Background: an optimization exercise with open tools, aiming at small area, a short achievable clock period and few clock cycles per item. Do not read the settings as production practice. Power is estimated from default activity; no workload was simulated.

==> flow/design.v <==
package bch_pkg;
	localparam logic [63:0] M_A1_63 = 64'h28140a052330180c;  
	localparam logic [63:0] M_R1_63 = 64'h0603201008040201;  
	localparam logic [63:0] M_A3_63 = 64'h092f3c1e0f2c160b;  
	localparam logic [63:0] M_R3_63 = 64'h2e17201008040201;  
	localparam logic [63:0] M_SQ_63 = 64'h00002b121e0b1001;  
	localparam logic [63:0] M_LT_63 = 64'h0000141e341c143a;  
	localparam logic [7:0]  L1_63   = 8'h3a;  
	localparam logic [8:0]  M3_63   = 9'h057;
	localparam int          NPOW_63 = 8;  
	localparam logic [63:0] POW_63 = 64'h1f0d2f0911130c01;
	localparam logic [63:0] M_A1_255 = 64'h261387cde8743a1d;  
	localparam logic [63:0] M_R1_255 = 64'h8040201008040201;  
	localparam logic [63:0] M_A3_255 = 64'hfe7f844221abee77;  
	localparam logic [63:0] M_R3_255 = 64'h8040201008040201;  
	localparam logic [63:0] M_SQ_255 = 64'hcb46918b42771001;  
	localparam logic [63:0] M_LT_255 = 64'hf61002642a242cd6;  
	localparam logic [7:0]  L1_255   = 8'hd6;  
	localparam logic [8:0]  M3_255   = 9'h177;
	localparam int          NPOW_255 = 32;  
	localparam logic [255:0] POW_255 = 256'h1b2cf712c3511c8295e3fce649a84f853b810dd9fefd655f5d466a9d8f4c1d01;
	localparam int Q63 = 8;
	function automatic logic [7:0] lin(input logic [7:0] x, input logic [63:0] m);
		lin = '0;
		for (int i = 0; i < 8; i++) begin
			if (x[i]) lin = lin ^ m[8*i +: 8];
		end
	endfunction
	function automatic logic [7:0] div_a(input logic is63, input logic [7:0] u);
		if (is63) div_a = {2'b00, u[0], u[5:1]} ^ {7'd0, u[0]};
		else div_a = {u[0], u[7:1]} ^ {4'd0, u[0], u[0], u[0], 1'b0};
	endfunction
	function automatic logic [7:0] div_x3(input logic is63, input logic [7:0] u);
		if (is63) div_x3 = 8'((u[0] ? ({1'b0, u} ^ M3_63) : {1'b0, u}) >> 1);
		else div_x3 = 8'((u[0] ? ({1'b0, u} ^ M3_255) : {1'b0, u}) >> 1);
	endfunction
	function automatic logic [7:0] add_mod(input logic is63, input logic [7:0] a,
		input logic [7:0] b);
		logic [7:0] g, t, gg, tt, gn, tn, c;
		logic       w;
		g = a & b;
		t = a ^ b;
		gg = g;
		tt = t;
		for (int d = 1; d < 8; d = d * 2) begin
			gn = gg;
			tn = tt;
			for (int i = d; i < 8; i++) begin
				gn[i] = gg[i] | (tt[i] & gg[i-d]);
				tn[i] = tt[i] & tt[i-d];
			end
			gg = gn;
			tt = tn;
		end
		w = is63 ? (gg[5] | tt[5]) : (gg[7] | tt[7]);
		c[0] = w;
		for (int i = 1; i < 8; i++) begin
			c[i] = gg[i-1] | (tt[i-1] & w);
		end
		add_mod = t ^ c;
		if (is63) add_mod[7:6] = 2'b00;
	endfunction
endpackage
module bch_syndrome (
	input                          clk,
	input                          rstn,
	input                          i_set,
	input  [1:0]                   i_code,
	input  [8-1:0]       i_data,
	output                         o_ready,
	output                         o_valid,
	input                          i_take,
	input                          i_free_next,
	output logic [7:0]             o_s1,
	output logic [7:0]             o_s3,
	output logic                   o_is63
);
	logic [4:0] cnt_q;
	logic       pend_q;
	logic       busy;
	logic       rdy_q;
	logic       pend_d;
	logic       en;
	logic       last;
	logic [7:0] bits;
	logic [7:0] s1_fb;
	logic [7:0] s3_fb;
	assign busy = (cnt_q != 5'd0);
	assign en = rdy_q;
	assign o_ready = rdy_q;
	assign pend_d = (en && last) || (pend_q && !i_take);
	assign last = busy && (cnt_q == (o_is63 ? 5'd7 : 5'd31));
	assign o_valid = pend_q;
	always_comb begin
		s1_fb = '0;
		s3_fb = '0;
		if (busy) begin
			if (o_is63) begin
				s1_fb = bch_pkg::lin(o_s1, bch_pkg::M_A1_63);
				s3_fb = bch_pkg::lin(o_s3, bch_pkg::M_A3_63);
			end else begin
				s1_fb = bch_pkg::lin(o_s1, bch_pkg::M_A1_255);
				s3_fb = bch_pkg::lin(o_s3, bch_pkg::M_A3_255);
			end
		end
		bits = {i_data[7] & busy, i_data[6:0]};
	end
	always_ff @(posedge clk or negedge rstn) begin
		if (!rstn) begin
			cnt_q <= '0;
			pend_q <= 1'b0;
			rdy_q <= 1'b1;
		end else begin
			if (busy) begin
				if (en) begin
					cnt_q <= last ? 5'd0 : cnt_q + 5'd1;
				end
			end else begin
				cnt_q <= {4'd0, en && i_set};
			end
			pend_q <= pend_d;
			rdy_q <= !pend_d || i_free_next;
		end
	end
	always_ff @(posedge clk) begin
		if (en) begin
			o_s1 <= s1_fb ^ bits;
			o_s3 <= s3_fb ^ bits;
			if (!busy) begin
				o_is63 <= (i_code == 2'd1);
			end
		end
	end
endmodule
module bch_berlekamp (
	input                          clk,
	input                          rstn,
	input                          i_valid,
	output                         o_take,
	output                         o_free_next,
	input  [7:0]                   i_s1,
	input  [7:0]                   i_s3,
	input                          i_is63,
	output logic                   o_finish,
	output [8-1:0]        o_odata
);
	logic       s_idle, s_a, s_b, s_c, s_e1, s_e2, s_add, s_sort, s_o0, s_o1;
	logic       n_idle, n_a, n_b, n_c, n_e1, n_e2, n_add, n_sort, n_o0, n_o1;
	logic [2:0] j_q;
	logic       is63_q;
	logic [7:0] z_q;
	logic [7:0] r_q;
	logic [7:0] a_q;
	logic       first_q;
	logic       hit_q;
	logic [4:0] gi_q;
	logic       hit_n;
	logic [4:0] gi_n;
	logic       zero;
	logic       found;
	logic [7:0] l;
	logic [7:0] z_step;
	logic [7:0] z_srch;
	logic [7:0] r_sq;
	logic [7:0] r_exp;
	logic [1:0] a_bits;
	logic       b_last;
	logic [7:0] y;
	logic [7:0] s1_red;
	logic [7:0] s3_red;
	logic [7:0] add_in;
	logic [7:0] p;
	logic       lt;
	logic       load;
	logic       is63_n;
	assign zero = (z_q == 8'd0);
	assign found = hit_q || zero;
	assign l = zero ? 8'd255 : {gi_q, j_q};
	always_comb begin
		if (is63_q) begin
			a_bits = {a_q[3'd5 - {j_q[1:0], 1'b0}], a_q[3'd4 - {j_q[1:0], 1'b0}]};
			r_sq = bch_pkg::lin(r_q, bch_pkg::M_SQ_63);
			y = bch_pkg::lin(r_q, bch_pkg::M_LT_63) ^ bch_pkg::L1_63;
			b_last = (j_q == 3'd2);
		end else begin
			a_bits = {a_q[3'd7 - {j_q[1:0], 1'b0}], a_q[3'd6 - {j_q[1:0], 1'b0}]};
			r_sq = bch_pkg::lin(r_q, bch_pkg::M_SQ_255);
			y = bch_pkg::lin(r_q, bch_pkg::M_LT_255) ^ bch_pkg::L1_255;
			b_last = (j_q == 3'd3);
		end
		r_exp = a_bits[0] ? bch_pkg::div_x3(is63_q, r_sq) : r_sq;
		if (a_bits[1]) r_exp = bch_pkg::div_x3(is63_q, bch_pkg::div_x3(is63_q, r_exp));
		z_step = bch_pkg::div_a(is63_q, z_q);
		if (i_is63) begin
			s1_red = bch_pkg::lin(i_s1, bch_pkg::M_R1_63);
			s3_red = bch_pkg::lin(i_s3, bch_pkg::M_R3_63);
		end else begin
			s1_red = i_s1;
			s3_red = i_s3;
		end
	end
	assign add_in = first_q ? r_q : z_q;
	assign p = bch_pkg::add_mod(is63_q, a_q, add_in);
	assign lt = (r_q < z_q);
	assign load = (s_idle || s_o1) && i_valid;
	assign o_take = load;
	always_comb begin
		n_idle = (s_idle || s_o1) && !i_valid;
		n_a = load || (s_a && !found);
		n_b = (s_a && hit_q && !zero) || (s_b && !b_last);
		n_c = s_b && b_last;
		n_e1 = s_c || (s_e1 && !found);
		n_e2 = (s_e1 && found) || (s_e2 && !found);
		n_add = s_e2 && found;
		n_sort = s_add;
		n_o0 = s_sort || (s_a && zero);
		n_o1 = s_o0;
	end
	assign o_free_next = n_idle || n_o1;
	assign is63_n = load ? i_is63 : is63_q;
	always_comb begin
		if (load) begin
			z_srch = s1_red;
		end else if (s_c) begin
			z_srch = y;
		end else if (s_e1 && found) begin
			z_srch = y ^ 8'd1;
		end else begin
			z_srch = z_step;
		end
	end
	bch_chien u_search (
		.i_z    (z_srch),
		.i_is63 (is63_n),
		.o_hit  (hit_n),
		.o_i    (gi_n)
	);
	always_ff @(posedge clk or negedge rstn) begin
		if (!rstn) begin
			s_idle <= 1'b1;
			s_a <= 1'b0;
			s_b <= 1'b0;
			s_c <= 1'b0;
			s_e1 <= 1'b0;
			s_e2 <= 1'b0;
			s_add <= 1'b0;
			s_sort <= 1'b0;
			s_o0 <= 1'b0;
			s_o1 <= 1'b0;
			o_finish <= 1'b0;
		end else begin
			s_idle <= n_idle;
			s_a <= n_a;
			s_b <= n_b;
			s_c <= n_c;
			s_e1 <= n_e1;
			s_e2 <= n_e2;
			s_add <= n_add;
			s_sort <= n_sort;
			s_o0 <= n_o0;
			s_o1 <= n_o1;
			o_finish <= n_o0 || n_o1;
		end
	end
	always_ff @(posedge clk) begin
		hit_q <= hit_n;
		gi_q <= gi_n;
		if (load || s_c || (s_b ? b_last : found)) begin
			j_q <= '0;
		end else begin
			j_q <= j_q + 3'd1;
		end
		first_q <= s_e1 && found;
		is63_q <= is63_n;
		if (s_a && hit_q) begin
			a_q <= l;
		end
		if (load) begin
			z_q <= s1_red;
		end else if (s_a) begin
			z_q <= zero ? 8'd255 : z_step;
		end else if (s_c) begin
			z_q <= y;
		end else if (s_e1) begin
			z_q <= found ? (y ^ 8'd1) : z_step;
		end else if (s_e2) begin
			z_q <= found ? l : z_step;
		end else if (s_add) begin
			z_q <= p;
		end else if (s_sort) begin
			if (lt) z_q <= r_q;
		end else if (s_o0) begin
			z_q <= r_q;
		end
		if (load) begin
			r_q <= s3_red;
		end else if (s_a && zero) begin
			r_q <= 8'd255;
		end else if (s_b) begin
			r_q <= r_exp;
		end else if (s_e1 && found) begin
			r_q <= l;
		end else if (first_q && r_q != 8'd255) begin
			r_q <= p;
		end else if (s_sort && lt) begin
			r_q <= z_q;
		end
	end
	assign o_odata = z_q;
endmodule
module bch_chien (
	input  [7:0]                   i_z,
	input                          i_is63,
	output logic                   o_hit,
	output logic [4:0]             o_i
);
	always_comb begin
		o_hit = 1'b0;
		o_i = '0;
		if (i_is63) begin
			for (int i = 0; i < bch_pkg::NPOW_63; i++) begin
				if (i_z == bch_pkg::POW_63[8*i +: 8]) begin
					o_hit = 1'b1;
					o_i = o_i | 5'(i);
				end
			end
		end else begin
			for (int i = 0; i < bch_pkg::NPOW_255; i++) begin
				if (i_z == bch_pkg::POW_255[8*i +: 8]) begin
					o_hit = 1'b1;
					o_i = o_i | 5'(i);
				end
			end
		end
	end
endmodule
module bch_decoder (
	input                      clk,
	input                      rstn,
	input                      i_set,
	input  [1:0]               i_code,
	input  [8-1:0]   i_data,
	output                     o_ready,
	output                     o_finish,
	output [8-1:0]    o_odata
);
	logic       syn_valid;
	logic       syn_take;
	logic       free_next;
	logic [7:0] s1;
	logic [7:0] s3;
	logic       is63;
	bch_syndrome u_syndrome (
		.clk     (clk),
		.rstn    (rstn),
		.i_set   (i_set),
		.i_code  (i_code),
		.i_data  (i_data),
		.o_ready (o_ready),
		.o_valid (syn_valid),
		.i_take  (syn_take),
		.i_free_next (free_next),
		.o_s1    (s1),
		.o_s3    (s3),
		.o_is63  (is63)
	);
	bch_berlekamp u_solver (
		.clk      (clk),
		.rstn     (rstn),
		.i_valid  (syn_valid),
		.o_take   (syn_take),
		.o_free_next (free_next),
		.i_s1     (s1),
		.i_s3     (s3),
		.i_is63   (is63),
		.o_finish (o_finish),
		.o_odata  (o_odata)
	);
endmodule
Settings: LEC_CHECK=0, CAP_MARGIN=20, CORE_MARGIN=2, CORE_UTILIZATION=40, SLEW_MARGIN=20; clock period 10.0 ns.
standard.sh (not shown) runs the stock make flow with config.mk's settings and CLKGATE_MAP_FILE= SYNTH_SCRIPT=/design/flow/synth_recipe.tcl, a recipe that flattens the netlist after the stock synthesis.
==> flow/flow/run.sh <==
#!/bin/bash
# Standard layout, with timing repair aiming for 6.5 ns of setup slack at the
# 10 ns clock, so the paths are optimised for a shorter achieved period.
set -euo pipefail
bash standard.sh SETUP_SLACK_MARGIN=6.5 finish > make_finish.log 2>&1
Rerun with:
--- a/flow/design.v
+++ b/flow/design.v
@@ -150,12 +150,13 @@
 	logic       is63_q;
 	logic [7:0] z_q;
 	logic [7:0] r_q;
 	logic [7:0] a_q;
 	logic       first_q;
 	logic       hit_q;
+	logic       zero_q;
 	logic [4:0] gi_q;
 	logic       hit_n;
 	logic [4:0] gi_n;
 	logic       zero;
 	logic       found;
 	logic [7:0] l;
@@ -170,13 +171,13 @@
 	logic [7:0] s3_red;
 	logic [7:0] add_in;
 	logic [7:0] p;
 	logic       lt;
 	logic       load;
 	logic       is63_n;
-	assign zero = (z_q == 8'd0);
+	assign zero = zero_q;
 	assign found = hit_q || zero;
 	assign l = zero ? 8'd255 : {gi_q, j_q};
 	always_comb begin
 		if (is63_q) begin
 			a_bits = {a_q[3'd5 - {j_q[1:0], 1'b0}], a_q[3'd4 - {j_q[1:0], 1'b0}]};
 			r_sq = bch_pkg::lin(r_q, bch_pkg::M_SQ_63);
@@ -261,12 +262,13 @@
 			s_o1 <= n_o1;
 			o_finish <= n_o0 || n_o1;
 		end
 	end
 	always_ff @(posedge clk) begin
 		hit_q <= hit_n;
+		zero_q <= (z_srch == 8'd0);
 		gi_q <= gi_n;
 		if (load || s_c || (s_b ? b_last : found)) begin
 			j_q <= '0;
 		end else begin
 			j_q <= j_q + 3'd1;
 		end
After rerunning: The new run produced a clean layout. Power is higher by 1.5%. Design area rises by 0.95%. First-iteration DRC count rose by 1.5%. Synthesized cell count goes up by 7.0%. Cell count rose by 2.9%. Critical path depth is lower by 10. Count of clock-buffer cells in the layout stays the same. Core utilization drops by 3.0 points. Via count grows by 5.7%. Sequential cell count increases by 1.
Function was not checked in any run of this note: the RTL went through the layout flow alone.

-- afterwards: timing with drivers on the ports --
How much do the figures lean on ideal ports? The routed layouts below were timed once more, with nothing changed but the port constraints. Step 1 assumes that a clkbuf_16 drives the clock port and a buf_2 every other input. Step 2 adds t to the input delays and takes it off the output delays; t is the mean of the earliest and latest rising clock arrival at the registers after step 1. Input paths then give back, and output paths get back, about the clock's delay inside the block. a / b / c = ideal / step 1 / step 2; a / b = the first two.
run	t, ns	setup WS [ns]	worst register clock-pin slew, ns
the first run	0.364	6.354 / 6.354 / 6.354	0.06 / 0.06
the second run	0.383	6.516 / 6.472 / 6.596	0.06 / 0.06
After both steps setup and hold are still met in every run listed.
